Background: an optimization exercise with open tools, aiming at small area, a short achievable clock period and few clock cycles per item. Do not read the settings as production practice.
At most, simulation tests tie the RTL to the original design; equivalence was not proved.

== JK ==
## pipelined_floating_point_multiplier
module pipelined_floating_point_multiplier #(
  parameter int unsigned EXPONENT_WIDTH   = 8,
  parameter int unsigned MANTISSA_WIDTH   = 23,
  parameter int unsigned ROUND_TO_NEAREST = 1
) (
  input  logic        clk,
  input  logic        rst,
  input  logic        in_valid,
  output logic        in_ready,
  input  logic [31:0] a,
  input  logic [31:0] b,
  output logic        out_valid,
  input  logic        out_ready,
  output logic [31:0] out,
  output logic        underflow_flag,
  output logic        overflow_flag,
  output logic        invalid_operation_flag
);
Size: about 2100 cells after synthesis, about 110 I/O pins, ~23000 µm² of cells after synthesis.
Settings: LEC_CHECK=0, CAP_MARGIN=20, CORE_MARGIN=2, CORE_UTILIZATION=40, SETUP_SLACK_MARGIN=4.8, SLEW_MARGIN=20, SYNTH_HIERARCHICAL=1; clock period 9.0 ns.
standard.sh (not shown) runs the stock make flow with config.mk's settings and CLKGATE_MAP_FILE= SYNTH_SCRIPT=/design/flow/synth_recipe.tcl, a recipe that flattens the netlist after the stock synthesis.
==> flow/flow/run.sh <==
#!/bin/bash
# Standard layout, with the port buffers as buf_2 cells instead of the
# default choice. Each tool's output goes to a log file in this folder.
set -e

export BUFFER_PORTS_ARGS="-buffer_cell sky130_fd_sc_hd__buf_2"
bash standard.sh > standard.log 2>&1
Testbench counts of JK, summed over its fixed seeds: cycles 12,024, items 12,000.
The inputs of MS differ from those of JK as listed below.
--- a/flow/design.v
+++ b/flow/design.v
@@ -21,69 +21,51 @@
   fpm_rdy u_rdy_port (.v(r2_v), .ordy(out_ready), .rdy(in_ready));
   fpm_rdy u_rdy_en   (.v(r2_v), .ordy(out_ready), .rdy(en));
   logic        a_s, b_s;
   logic [7:0]  a_e, b_e;
   logic [22:0] a_m, b_m;
   assign {a_s, a_e, a_m} = a;
   assign {b_s, b_e, b_m} = b;
   logic a_e1, b_e1, a_ez, b_ez;
   assign a_e1 = &a_e;
   assign b_e1 = &b_e;
   assign a_ez = ~|a_e;
   assign b_ez = ~|b_e;
-  logic [25:0] yy;
-  logic [11:0] c_bone, c_btwo, c_bneg;
-  assign yy = {1'b1, b_m, 1'b0};
-  always_comb begin
-    for (int k = 0; k < 12; k++) begin
-      c_bone[k] = yy[2*k+1] ^ yy[2*k];
-      c_btwo[k] = (yy[2*k+2] & ~yy[2*k+1] & ~yy[2*k]) | (~yy[2*k+2] & yy[2*k+1] & yy[2*k]);
-      c_bneg[k] = yy[2*k+2];
-    end
-  end
   logic        r0_v;
   logic        r0_s;
   logic        r0_a_e1, r0_a_ez, r0_b_e1, r0_b_ez;
   logic [8:0]  r0_es;
   logic [22:0] r0_ma;
-  logic [11:0] r0_bone, r0_btwo, r0_bneg;
+  logic [22:0] r0_mb;
   always_ff @(posedge clk or posedge rst) begin
     if (rst)     r0_v <= 1'b0;
     else if (en) r0_v <= in_valid;
   end
   always_ff @(posedge clk) begin
     if (en) begin
       r0_s    <= a_s ^ b_s;
       r0_a_e1 <= a_e1;
       r0_a_ez <= a_ez;
       r0_b_e1 <= b_e1;
       r0_b_ez <= b_ez;
       r0_es   <= {1'b0, a_e} + {1'b0, b_e};
       r0_ma   <= a_m;
-      r0_bone <= c_bone;
-      r0_btwo <= c_btwo;
-      r0_bneg <= c_bneg;
+      r0_mb   <= b_m;
     end
   end
   logic [47:15] ps, pc;
   logic         pcin;
-  fpm_sigmul u_mul (.x(r0_ma), .bone(r0_bone), .btwo(r0_btwo), .bneg(r0_bneg),
-                    .s(ps), .c(pc), .cin(pcin));
+  fpm_sigmul u_mul (.x(r0_ma), .y(r0_mb), .s(ps), .c(pc), .cin(pcin));
   logic [22:0] ym;
-  always_comb begin
-    for (int k = 0; k < 12; k++) begin
-      if (2*k+1 <= 22) ym[2*k+1] = r0_bneg[k];
-      ym[2*k] = r0_bone[k] ^ ((k == 0) ? 1'b0 : r0_bneg[(k == 0) ? 0 : k-1]);
-    end
-  end
+  assign ym = r0_mb;
   logic [23:0] za, zb;
   logic        z22, z23;
   always_comb begin
     for (int i = 0; i < 24; i++) begin
       za[i] = ~|({1'b0, r0_ma} & ((24'd1 << i) - 24'd1));
       zb[i] = ~|({1'b0, ym} & ((24'd1 << i) - 24'd1));
     end
     z22 = 1'b0;
     z23 = 1'b0;
     for (int i = 0; i <= 22; i++) z22 = z22 | (za[i] & zb[22-i]);
     for (int i = 0; i <= 23; i++) z23 = z23 | (za[i] & zb[23-i]);
   end
@@ -216,31 +198,40 @@
   assign overflow_flag          = r2_of;
   assign invalid_operation_flag = r2_inv;
   assign out_valid = r2_v;
 endmodule
 module fpm_rdy (
   input  logic v,
   input  logic ordy,
   output logic rdy
 );
   assign rdy = !(v && !ordy);
 endmodule
 module fpm_sigmul (
-  input  logic [22:0] x,
-  input  logic [11:0] bone, btwo, bneg,
+  input  logic [22:0] x, y,
   output logic [47:15] s, c,
   output logic cin
 );
   logic [23:0] xx;
   assign xx = {1'b1, x};
+  logic [11:0] bone, btwo, bneg;
+  logic [25:0] yy;
+  assign yy = {1'b1, y, 1'b0};    
+  always_comb begin
+    for (int k = 0; k < 12; k++) begin
+      bone[k] = yy[2*k+1] ^ yy[2*k];
+      btwo[k] = (yy[2*k+2] & ~yy[2*k+1] & ~yy[2*k]) | (~yy[2*k+2] & yy[2*k+1] & yy[2*k]);
+      bneg[k] = yy[2*k+2];
+    end
+  end
   logic [24:0] pp0;
   logic [24:0] pp1;
   logic [24:0] pp2;
   logic [24:0] pp3;
   logic [24:0] pp4;
   logic [24:0] pp5;
   logic [24:0] pp6;
   logic [24:0] pp7;
   logic [24:0] pp8;
   logic [24:0] pp9;
   logic [24:0] pp10;
   logic [24:0] pp11;
[summary]
- Routed metal-1 wire length was lower in JK than in MS.
- Cmp MS vs JK: count of different cell masters after synthesis lower in MS
- Status: worst-skew pair later-pin latency parity (MS, JK)
- Relative to JK, the time the final worst path needs with I/O delays and setup of MS is higher by 0.17 ns.
- Compared with JK, MS shows delay of the slowest critical-path stage lower by 0.19 ns.
- Number of vias per cell for MS: 6.5% up relative to JK
- Measured against MS, the non-clock buffer count in the final layout of JK comes out at 0.68 times the reference value.
- Compared to JK, the routing of MS uses more wire.
- Run comparison: JK most heavily used metal layer in global routing met2; MS most heavily used metal layer in global routing met1
- Final hold slack: MS < JK
- Relative to JK, minimum setup slack among reg-to-reg paths decreased by 0.17 ns in MS.
- Fraction of layout cells with a size suffix above 1: lower on JK
For MS, only the layout was checked, not whether the RTL still works.

========
Setup of the reference run:
Another version of the RTL of pipelined_floating_point_multiplier (not shown whole).
For scale: roughly 2100 cells after synthesis, roughly 190 flip-flops, roughly 23000 sq um of cells after synthesis.
// pipelined_floating_point_multiplier
module pipelined_floating_point_multiplier #(
  parameter int unsigned EXPONENT_WIDTH   = 8,
  parameter int unsigned MANTISSA_WIDTH   = 23,
  parameter int unsigned ROUND_TO_NEAREST = 1
) (
  input  logic        clk,
  input  logic        rst,
  input  logic        in_valid,
  output logic        in_ready,
  input  logic [31:0] a,
  input  logic [31:0] b,
  output logic        out_valid,
  input  logic        out_ready,
  output logic [31:0] out,
  output logic        underflow_flag,
  output logic        overflow_flag,
  output logic        invalid_operation_flag
);
==> flow/config.mk <==
export PLATFORM = sky130hd
export DESIGN_NAME = pipelined_floating_point_multiplier
export DESIGN_NICKNAME = pipelined_floating_point_multiplier
export VERILOG_FILES = /design/flow/design.v
export SDC_FILE = /design/flow/constraint.sdc
export NUM_CORES = 4
export LEC_CHECK = 0
export CAP_MARGIN = 20
export CORE_MARGIN = 2
export CORE_UTILIZATION = 40
export SETUP_SLACK_MARGIN = 4.8
export SLEW_MARGIN = 20
export SYNTH_HIERARCHICAL = 1
==> flow/constraint.sdc <==
create_clock -name core_clock -period 9.0 [get_ports {clk}]
set_input_delay 1.8000 -clock core_clock [delete_from_list [all_inputs] [get_ports {clk}]]
set_output_delay 1.8000 -clock core_clock [all_outputs]
set_load 0.01 [all_outputs]
Scripts as last shown in full above: flow/flow/run.sh
Edits applied to the flow inputs when going from the reference run to the trial run:
--- a/flow/design.v
+++ b/flow/design.v
@@ -107,79 +107,77 @@
     end else if ((a_inf && r0_b_ez) || (r0_a_ez && b_inf)) begin
       c_nan = 1'b1;
       c_inv = 1'b1;
     end else if (a_inf || b_inf) begin
       c_inf = 1'b1;
     end else if (r0_a_ez || r0_b_ez) begin
       c_zero = 1'b1;
     end
   end
+  logic signed [9:0] e1;
+  assign e1 = {1'b0, r0_es} - 10'd127;
   logic        r1_s, r1_nan, r1_inf, r1_zero, r1_inv;
-  logic [8:0]  r1_es;
+  logic [7:0]  r1_e;
+  logic        r1_uf0, r1_uf1, r1_of0, r1_of1, r1_m0, r1_m1;
   logic [47:17] r1_ps, r1_pc;
   logic         r1_cin;
   logic        r1_st0, r1_st1;
   logic        r1_v;
   always_ff @(posedge clk or posedge rst) begin
     if (rst)     r1_v <= 1'b0;
     else if (en) r1_v <= r0_v;
   end
   always_ff @(posedge clk) begin
     if (en) begin
       r1_s    <= r0_s;
       r1_nan  <= c_nan;
       r1_inf  <= c_inf;
       r1_zero <= c_zero;
       r1_inv  <= c_inv;
-      r1_es   <= r0_es;
+      r1_e    <= e1[7:0];
+      r1_uf0  <= e1 < 10'sd1;       
+      r1_uf1  <= e1 < 10'sd0;       
+      r1_of0  <= e1 >= 10'sd255;    
+      r1_of1  <= e1 >= 10'sd254;    
+      r1_m0   <= e1 == 10'sd254;    
+      r1_m1   <= e1 == 10'sd253;    
       r1_ps   <= ps;
       r1_pc   <= pc;
       r1_cin  <= pcin;
       r1_st0  <= !z22;              
       r1_st1  <= !z23;              
     end
   end
   logic [47:17] r1_p;
   assign r1_p = r1_ps + r1_pc + 31'(r1_cin);
   logic        hi;
   logic [22:0] man_h, man_l;
   logic        rnd_h, rnd_l;
   logic [23:0] mr_h, mr_l;
   logic [22:0] man_r;
   logic        cy;
   logic        uf, of;
   logic [7:0]  e_p1, e_p2, e_out;
-  logic [7:0]  e_0;
-  logic        uf0, uf1, of0, of1, m0, m1;
-  always_comb begin
-    e_0 = r1_es[7:0] + 8'd129;       
-    uf0 = r1_es < 9'd128;            
-    uf1 = r1_es < 9'd127;            
-    of0 = r1_es >= 9'd382;           
-    of1 = r1_es >= 9'd381;           
-    m0  = r1_es == 9'd381;           
-    m1  = r1_es == 9'd380;           
-  end
   always_comb begin
     hi    = r1_p[47];
     man_h = r1_p[46:24];
     man_l = r1_p[45:23];
     rnd_h = r1_p[23] && (r1_st1 || man_h[0]);
     rnd_l = r1_p[22] && (r1_st0 || man_l[0]);
     mr_h  = {1'b0, man_h} + 24'(rnd_h);
     mr_l  = {1'b0, man_l} + 24'(rnd_l);
     man_r = hi ? mr_h[22:0] : mr_l[22:0];
     cy    = hi ? mr_h[23] : mr_l[23];
-    uf    = hi ? uf1 : uf0;
-    of    = hi ? (of1 || (m1 && mr_h[23])) : (of0 || (m0 && mr_l[23]));
-    e_p1  = r1_es[7:0] + 8'd130;
-    e_p2  = r1_es[7:0] + 8'd131;
-    e_out = (hi && cy) ? e_p2 : (hi || cy) ? e_p1 : e_0;
+    uf    = hi ? r1_uf1 : r1_uf0;
+    of    = hi ? (r1_of1 || (r1_m1 && mr_h[23])) : (r1_of0 || (r1_m0 && mr_l[23]));
+    e_p1  = r1_e + 8'd1;
+    e_p2  = r1_e + 8'd2;
+    e_out = (hi && cy) ? e_p2 : (hi || cy) ? e_p1 : r1_e;
   end
   logic [31:0] o_d;
   logic        uf_d, of_d, inv_d;
   always_comb begin
     o_d   = {r1_s, e_out, man_r};
     uf_d  = 1'b0;
     of_d  = 1'b0;
     inv_d = 1'b0;
     if (r1_nan) begin
[summary]
- The trial run: PASS, flow complete, no timing, DRC or antenna violations
- Between the trial run and the reference run, the first-pass GRT wire length is lower for the trial run.
- On total non-filler cell area in the finished layout, the trial run tracks the reference run almost exactly.
- On first-iteration DRC count, the trial run does worse than the reference run.
- Compared with the reference run, the trial run shows a routed wire length per instance that is 2.2% lower.
- Via count improves in the trial run relative to the reference run.
Function was not checked in any run of this note: the RTL went through the layout flow alone.

========
Another version of the RTL of pipelined_floating_point_multiplier (not shown whole).
For scale: ~2100 cells after synthesis, about 110 I/O pins, roughly 23000 µm² of cells after synthesis.
clock: 9.0 ns
lec_check: 0
cap_margin: 20
core_margin: 2
core_utilization: 40
setup_slack_margin: 4.95
slew_margin: 20
synth_hierarchical: 1
==> flow/flow/run.sh <==
#!/bin/bash
# Standard layout, with the port buffers as buf_1 cells instead of the
# default choice. Each tool's output goes to a log file in this folder.
set -e

export BUFFER_PORTS_ARGS="-buffer_cell sky130_fd_sc_hd__buf_1"
bash standard.sh > standard.log 2>&1
The first run ran to the end with no violations.
Rerun with:
--- a/flow/design.v
+++ b/flow/design.v
@@ -137,17 +137,17 @@
       r1_st0  <= !z22;              
       r1_st1  <= !z23;              
     end
   end
   logic [47:15] r1_p;
   assign r1_p = r1_ps + r1_pc + 33'(r1_cin);
   logic        hi;
-  logic        rnd_h, rnd_l, d1, ci1, q23, cy_h, cy_l;
-  logic [23:0] ones;
-  logic [46:24] q;
+  logic [22:0] man_h, man_l;
+  logic        rnd_h, rnd_l;
+  logic [23:0] mr_h, mr_l;
   logic [22:0] man_r;
   logic        cy;
   logic        uf, of;
   logic [7:0]  e_p1, e_p2, e_out;
   logic [7:0]  e_0;
   logic        uf0, uf1, of0, of1, m0, m1;
   always_comb begin
@@ -157,27 +157,24 @@
     of0 = r1_es >= 9'd382;           
     of1 = r1_es >= 9'd381;           
     m0  = r1_es == 9'd381;           
     m1  = r1_es == 9'd380;           
   end
   always_comb begin
     hi    = r1_p[47];
-    rnd_h = r1_p[23] && (r1_st1 || r1_p[24]);
-    rnd_l = r1_p[22] && (r1_st0 || r1_p[23]);
-    for (int k = 0; k < 24; k++) ones[k] = &(r1_p[46:24] | ~(23'h7FFFFF >> (23 - k)));
-    d1    = !hi && rnd_l;                         
-    ci1   = (hi && rnd_h) || (d1 && r1_p[23]);    
-    q23   = r1_p[23] ^ d1;
-    for (int i = 0; i < 23; i++) q[24+i] = r1_p[24+i] ^ (ci1 && ones[i]);
-    man_r = hi ? q[46:24] : {q[45:24], q23};
-    cy_h  = rnd_h && ones[23];                    
-    cy_l  = rnd_l && r1_p[23] && ones[22];        
-    cy    = hi ? cy_h : cy_l;
+    man_h = r1_p[46:24];
+    man_l = r1_p[45:23];
+    rnd_h = r1_p[23] && (r1_st1 || man_h[0]);
+    rnd_l = r1_p[22] && (r1_st0 || man_l[0]);
+    mr_h  = {1'b0, man_h} + 24'(rnd_h);
+    mr_l  = {1'b0, man_l} + 24'(rnd_l);
+    man_r = hi ? mr_h[22:0] : mr_l[22:0];
+    cy    = hi ? mr_h[23] : mr_l[23];
     uf    = hi ? uf1 : uf0;
-    of    = hi ? (of1 || (m1 && cy_h)) : (of0 || (m0 && cy_l));
+    of    = hi ? (of1 || (m1 && mr_h[23])) : (of0 || (m0 && mr_l[23]));
     e_p1  = r1_es[7:0] + 8'd130;
     e_p2  = r1_es[7:0] + 8'd131;
     e_out = (hi && cy) ? e_p2 : (hi || cy) ? e_p1 : e_0;
   end
   logic [31:0] o_d;
   logic        uf_d, of_d, inv_d;
   always_comb begin
Via count is higher by a few percent.
Setup slack gets better by 41 ps.
Critical path depth goes down by 12.
Routed wire length grows by a few percent.
Final area is higher slightly.
Die area grows by a few percent.
Utilization drops by 0.79 points.
Synthesized area went up by a few percent.
Testbench counts after the change, summed over its fixed seeds: cycles 12,024, items 12,000.
Only the layout flow was run in the first run of this note; the RTL was not checked for function there.

==> what the ideal ports hide <==
In the flow no input, the clock included, has a driving cell. The finished layouts below were timed again as built, in two steps.
Step 1, drivers: a clkbuf_16 drives clk and a buf_2 each remaining input, both assumed.
Step 2 times the ports against the registers' clock, not the clock port: input delays grow and output delays shrink by t, the midpoint of the rising clock arrivals with the driver on.
a / b / c = no drivers / after step 1 / after step 2; a / b = the first two.
| run | shift t [ns] | setup slack, ns | worst setup path after step 2 |
|---|---|---|---|
| JK | 0.568 | 4.861 / 4.861 / 4.861 | register to register |
| MS | 0.562 | 4.692 / 4.692 / 4.692 | register to register |
| the reference run | 0.559 | 4.832 / 4.832 / 4.832 | register to register |
| the trial run | 0.555 | 4.857 / 4.857 / 4.857 | register to register |
| the first run of note 3 | 0.537 | 5.022 / 5.022 / 5.022 | register to register |
| the second run of note 3 | 0.569 | 5.063 / 5.041 / 5.041 | input to output |
After both steps every run listed still meets setup and hold. The setup slack of the second run of note 3, which loses most, moves by -0.022 ns with the drivers and by -0.022 ns with both steps.
